Context: an optimization exercise on an open-source flow, tuned for small area and a short achievable clock period. The choices shown serve that exercise and are no tape-out recipe. Function was checked by simulation only, so behaviour that the tests miss may differ from the original. No activity file was given, so power comes from the tool's default toggle rates.

==> flow/design.v (excerpt) <==
module pram_fifo #(
    parameter int DEPTH  = 64,
    parameter int ADDR_W = 6
) (
    input  logic              clk,
    input  logic              reset,
    input  logic              cpu_we,
    input  logic [15:0]       cpu_wdata,
    input  logic              flush,
    input  logic              re,
    output logic [31:0]       PRAMdata,
    output logic              empty,
    output logic              full,
    output logic [ADDR_W:0]   count,
    output logic              half_pending,
    output logic              overflow,
    output logic              underflow
);
Settings: LEC_CHECK=0, CAP_MARGIN=20, CORE_MARGIN=2, CORE_UTILIZATION=60, CTS_CLUSTER_DIAMETER=80, CTS_CLUSTER_SIZE=25, PLACE_DENSITY=0.75, SETUP_SLACK_MARGIN=1.95, SLEW_MARGIN=20, TNS_END_PERCENT=50; clock period 4.0 ns.
standard.sh (not shown) runs the stock make flow with config.mk's settings and CLKGATE_MAP_FILE= SYNTH_SCRIPT=/design/flow/synth_recipe.tcl, a recipe that flattens the netlist after the stock synthesis.
==> flow/flow/run.sh <==
#!/bin/bash
# The standard layout, with the control pins grouped on one edge.
set -euo pipefail
here="$(cd "$(dirname "${BASH_SOURCE[0]}")" && pwd)"
cd "$here/.."
bash standard.sh IO_CONSTRAINTS="$here/io.tcl" finish > make_finish.log 2>&1
==> flow/flow/io.tcl <==
# Keep the control inputs and the status outputs together on one edge, so the
# swap-token detect and the occupancy logic are not spread across the die.
set_io_pin_constraint -region left:* -group -pin_names {cpu_wdata[0] cpu_wdata[1] cpu_wdata[2] cpu_wdata[3] cpu_wdata[4] cpu_wdata[5] cpu_wdata[6] cpu_wdata[7] cpu_wdata[8] cpu_wdata[9] cpu_wdata[10] cpu_wdata[11] cpu_wdata[12] cpu_wdata[13] cpu_wdata[14] cpu_wdata[15] cpu_we re flush reset count[0] count[1] count[2] count[3] count[4] count[5] count[6] empty full half_pending overflow underflow}
Change:
- CORE_UTILIZATION: 60 -> 62
- PLACE_DENSITY: 0.75 -> 0.8
- SETUP_SLACK_MARGIN: 1.95 -> 1.85
- TNS_END_PERCENT: 50 -> default
The changed run went through all stages and came out clean.
Core utilization increases by 0.93 points.
Global-route usage increases by 0.42 points.
Final area decreases by 1.8%.
Change:
- CORE_UTILIZATION: 62 -> 55
- PLACE_DENSITY: 0.8 -> 0.7
- SETUP_SLACK_MARGIN: 1.85 -> 1.9
Effect: Routed wire length rose by a few percent; sequential power barely changes; register-to-register slack gets worse by 0.097 ns; die area rose by roughly a tenth; final area rose slightly; clock skew rose by 0.0089 ns; worst setup slack gets worse by 0.097 ns; count of clock-buffer cells in the layout is unchanged; first-iteration DRC count fell by roughly a tenth.
Change:
- CORE_UTILIZATION: 55 -> 58
- PLACE_DENSITY: 0.7 -> 0.72
- SETUP_SLACK_MARGIN: 1.9 -> 1.95
- TNS_END_PERCENT: default -> 50
Result: The changed run completed with no timing, DRC or antenna violations; core utilization rises by 4.0 points; critical path depth stays the same; die area falls by 5.1%; wire length rises by 1.4%; power barely changes; via count rises by 2.2%.

pram_fifo again, from the RTL that the note above started with.
clock: 4.0 ns
lec_check: 0
cap_margin: 20
core_margin: 2
core_utilization: 55
cts_cluster_diameter: 100
cts_cluster_size: 30
place_density: 0.7
setup_slack_margin: 1.9
slew_margin: 20
run.sh (not shown) runs the stock make flow with config.mk's settings and CLKGATE_MAP_FILE= SYNTH_SCRIPT=/design/flow/synth_recipe.tcl, a recipe that flattens the netlist after the stock synthesis.
Stock flow here: none of the scripts above is used.
The baseline passed the timing, DRC and antenna checks.
Change:
==> flow/flow/run.sh (new file) <==
#!/bin/bash
# The standard layout, with the control pins grouped on one edge.
set -euo pipefail
here="$(cd "$(dirname "${BASH_SOURCE[0]}")" && pwd)"
cd "$here/.."
bash standard.sh IO_CONSTRAINTS="$here/io.tcl" finish > make_finish.log 2>&1
==> flow/flow/io.tcl (new file) <==
# Keep the control inputs and the status outputs together on one edge, so the
# swap-token detect and the occupancy logic are not spread across the die.
set_io_pin_constraint -region left:* -group -pin_names {cpu_wdata[0] cpu_wdata[1] cpu_wdata[2] cpu_wdata[3] cpu_wdata[4] cpu_wdata[5] cpu_wdata[6] cpu_wdata[7] cpu_wdata[8] cpu_wdata[9] cpu_wdata[10] cpu_wdata[11] cpu_wdata[12] cpu_wdata[13] cpu_wdata[14] cpu_wdata[15] cpu_we re flush reset count[0] count[1] count[2] count[3] count[4] count[5] count[6] empty full half_pending overflow underflow}
==> flow/standard.sh (new file) <==
#!/bin/bash
# synth_recipe.tcl (not shown) runs the flow's synth.tcl, then flattens the netlist and writes it again
# the make line also repeats each setting of config.mk as NAME=value (left out here)
make -C /OpenROAD-flow-scripts/flow DESIGN_CONFIG=/design/flow/config.mk WORK_HOME=/design/flow/orfs CLKGATE_MAP_FILE= SYNTH_SCRIPT=/design/flow/synth_recipe.tcl "${@:-finish}"
CTS_CLUSTER_DIAMETER = 80   (was 100)
CTS_CLUSTER_SIZE = 25   (was 30)
SETUP_SLACK_MARGIN = 2.0   (was 1.9)
removed: flow/run.sh
Outcome:
- cell count rose by 1.9%
- hold slack gets better by 0.014 ns
- setup slack gets better by 0.043 ns
Change:
CORE_UTILIZATION = 60   (was 55)
PLACE_DENSITY = 0.75   (was 0.7)
Outcome:
- design area barely changes
- power is higher slightly
- via count is higher slightly
- core utilization is higher by 5.7 points
- clock-buffer cell count does not change
- hold slack is about the same
- die area is lower by a little under a tenth
- synthesized area is unchanged
Change:
CORE_UTILIZATION = 58   (was 60)
PLACE_DENSITY = 0.72   (was 0.75)
SETUP_SLACK_MARGIN = 1.9   (was 2.0)
After rerunning: Utilization went down by 3.8 points; total power hardly moves; worst setup slack gets worse by 0.011 ns; global-route usage went down by 1.2 points; sequential share of layout area went up by 1.2 points; count of clock-buffer cells in the layout stays the same; non-clock buffer count went down by 62; synthesized area is unchanged; wire length went down by 0.71%.

red:
pram_fifo again, from the RTL that the note above started with.
==> flow/design.v (excerpt) <==
module pram_fifo #(
    parameter int DEPTH  = 64,
    parameter int ADDR_W = 6
) (
    input  logic              clk,
    input  logic              reset,
    input  logic              cpu_we,
    input  logic [15:0]       cpu_wdata,
    input  logic              flush,
    input  logic              re,
    output logic [31:0]       PRAMdata,
    output logic              empty,
    output logic              full,
    output logic [ADDR_W:0]   count,
    output logic              half_pending,
    output logic              overflow,
    output logic              underflow
);
Settings: LEC_CHECK=0, CAP_MARGIN=20, CORE_MARGIN=2, CORE_UTILIZATION=55, PLACE_DENSITY=0.7, SETUP_SLACK_MARGIN=1.9, SLEW_MARGIN=20; clock period 4.0 ns.
Stock flow here: none of the scripts above is used.
Here is what was changed in the inputs of blue compared with red.
- swapping 55 for 60 in CORE_UTILIZATION
- swapping 0.7 for 0.75 in PLACE_DENSITY
- putting CTS_CLUSTER_SIZE at 25 where nothing was set
- putting CTS_CLUSTER_DIAMETER at 80 where nothing was set
==> flow/flow/run.sh (new file) <==
#!/bin/bash
# The standard layout, with the control pins grouped on one edge.
set -euo pipefail
here="$(cd "$(dirname "${BASH_SOURCE[0]}")" && pwd)"
cd "$here/.."
bash standard.sh IO_CONSTRAINTS="$here/io.tcl" finish > make_finish.log 2>&1
==> flow/flow/io.tcl (new file) <==
# Keep the control inputs and the status outputs together on one edge, so the
# swap-token detect and the occupancy logic are not spread across the die.
set_io_pin_constraint -region left:* -group -pin_names {cpu_wdata[0] cpu_wdata[1] cpu_wdata[2] cpu_wdata[3] cpu_wdata[4] cpu_wdata[5] cpu_wdata[6] cpu_wdata[7] cpu_wdata[8] cpu_wdata[9] cpu_wdata[10] cpu_wdata[11] cpu_wdata[12] cpu_wdata[13] cpu_wdata[14] cpu_wdata[15] cpu_we re flush reset count[0] count[1] count[2] count[3] count[4] count[5] count[6] empty full half_pending overflow underflow}
==> flow/standard.sh (new file) <==
#!/bin/bash
# synth_recipe.tcl (not shown) runs the flow's synth.tcl, then flattens the netlist and writes it again
# the make line also repeats each setting of config.mk as NAME=value (left out here)
make -C /OpenROAD-flow-scripts/flow DESIGN_CONFIG=/design/flow/config.mk WORK_HOME=/design/flow/orfs CLKGATE_MAP_FILE= SYNTH_SCRIPT=/design/flow/synth_recipe.tcl "${@:-finish}"
removed: flow/run.sh
### Flow results
blue ends up with lower post-route fraction of the period consumed by the critical path than red does.
red → blue: highest achievable clock rate picked up an extra 7.8%; growth of design area from synthesis to finish shrank by 5.4 points; die area now smaller.

==> static timing again, ports no longer ideal <==
No port has a modelled driver above. Below, the same layouts with a new extraction and two added sets of constraints. Step 1 sets driving cells, clkbuf_16 on the clock port and buf_2 on the other inputs (assumed; they add their load-dependent delay and slew). Step 2 times the ports against the registers' clock, not the clock port: input delays grow and output delays shrink by t, the midpoint of the rising clock arrivals with the driver on. Slacks: ideal / step 1 / step 2; pairs: ideal / step 1.
run	t (ns)	setup WS [ns]	latest minus earliest clock arrival (ns)	worst register clock-pin slew, ns	pins driven straight from the clock port
the first run of note 1	0.846	1.760 / 1.748 / 1.176	0.034 / 0.034	0.11 / 0.11	1
the second run of note 1	0.845	1.558 / 1.558 / 1.103	0.028 / 0.028	0.11 / 0.11	1
the third run of note 1	0.852	1.461 / 1.461 / 1.150	0.036 / 0.036	0.10 / 0.10	1
the fourth run of note 1	0.847	1.735 / 1.735 / 1.125	0.028 / 0.028	0.11 / 0.11	1
the first run of note 2	0.859	1.409 / 1.452 / 0.592	0.032 / 0.033	0.12 / 0.12	1
the second run of note 2	0.857	1.452 / 1.452 / 1.209	0.046 / 0.046	0.11 / 0.11	1
the third run of note 2	0.853	1.740 / 1.740 / 1.200	0.040 / 0.040	0.11 / 0.11	1
the fourth run of note 2	0.867	1.729 / 1.729 / 1.046	0.037 / 0.037	0.11 / 0.11	1
red	0.925	1.522 / 1.570 / 0.644	0.041 / 0.041	0.07 / 0.07	1
blue	0.859	1.702 / 1.702 / 1.125	0.053 / 0.053	0.10 / 0.10	1
After both steps every run listed still meets setup and hold. For red, which loses most, drivers alone change the setup slack by +0.048 ns; drivers and shift together by -0.878 ns.
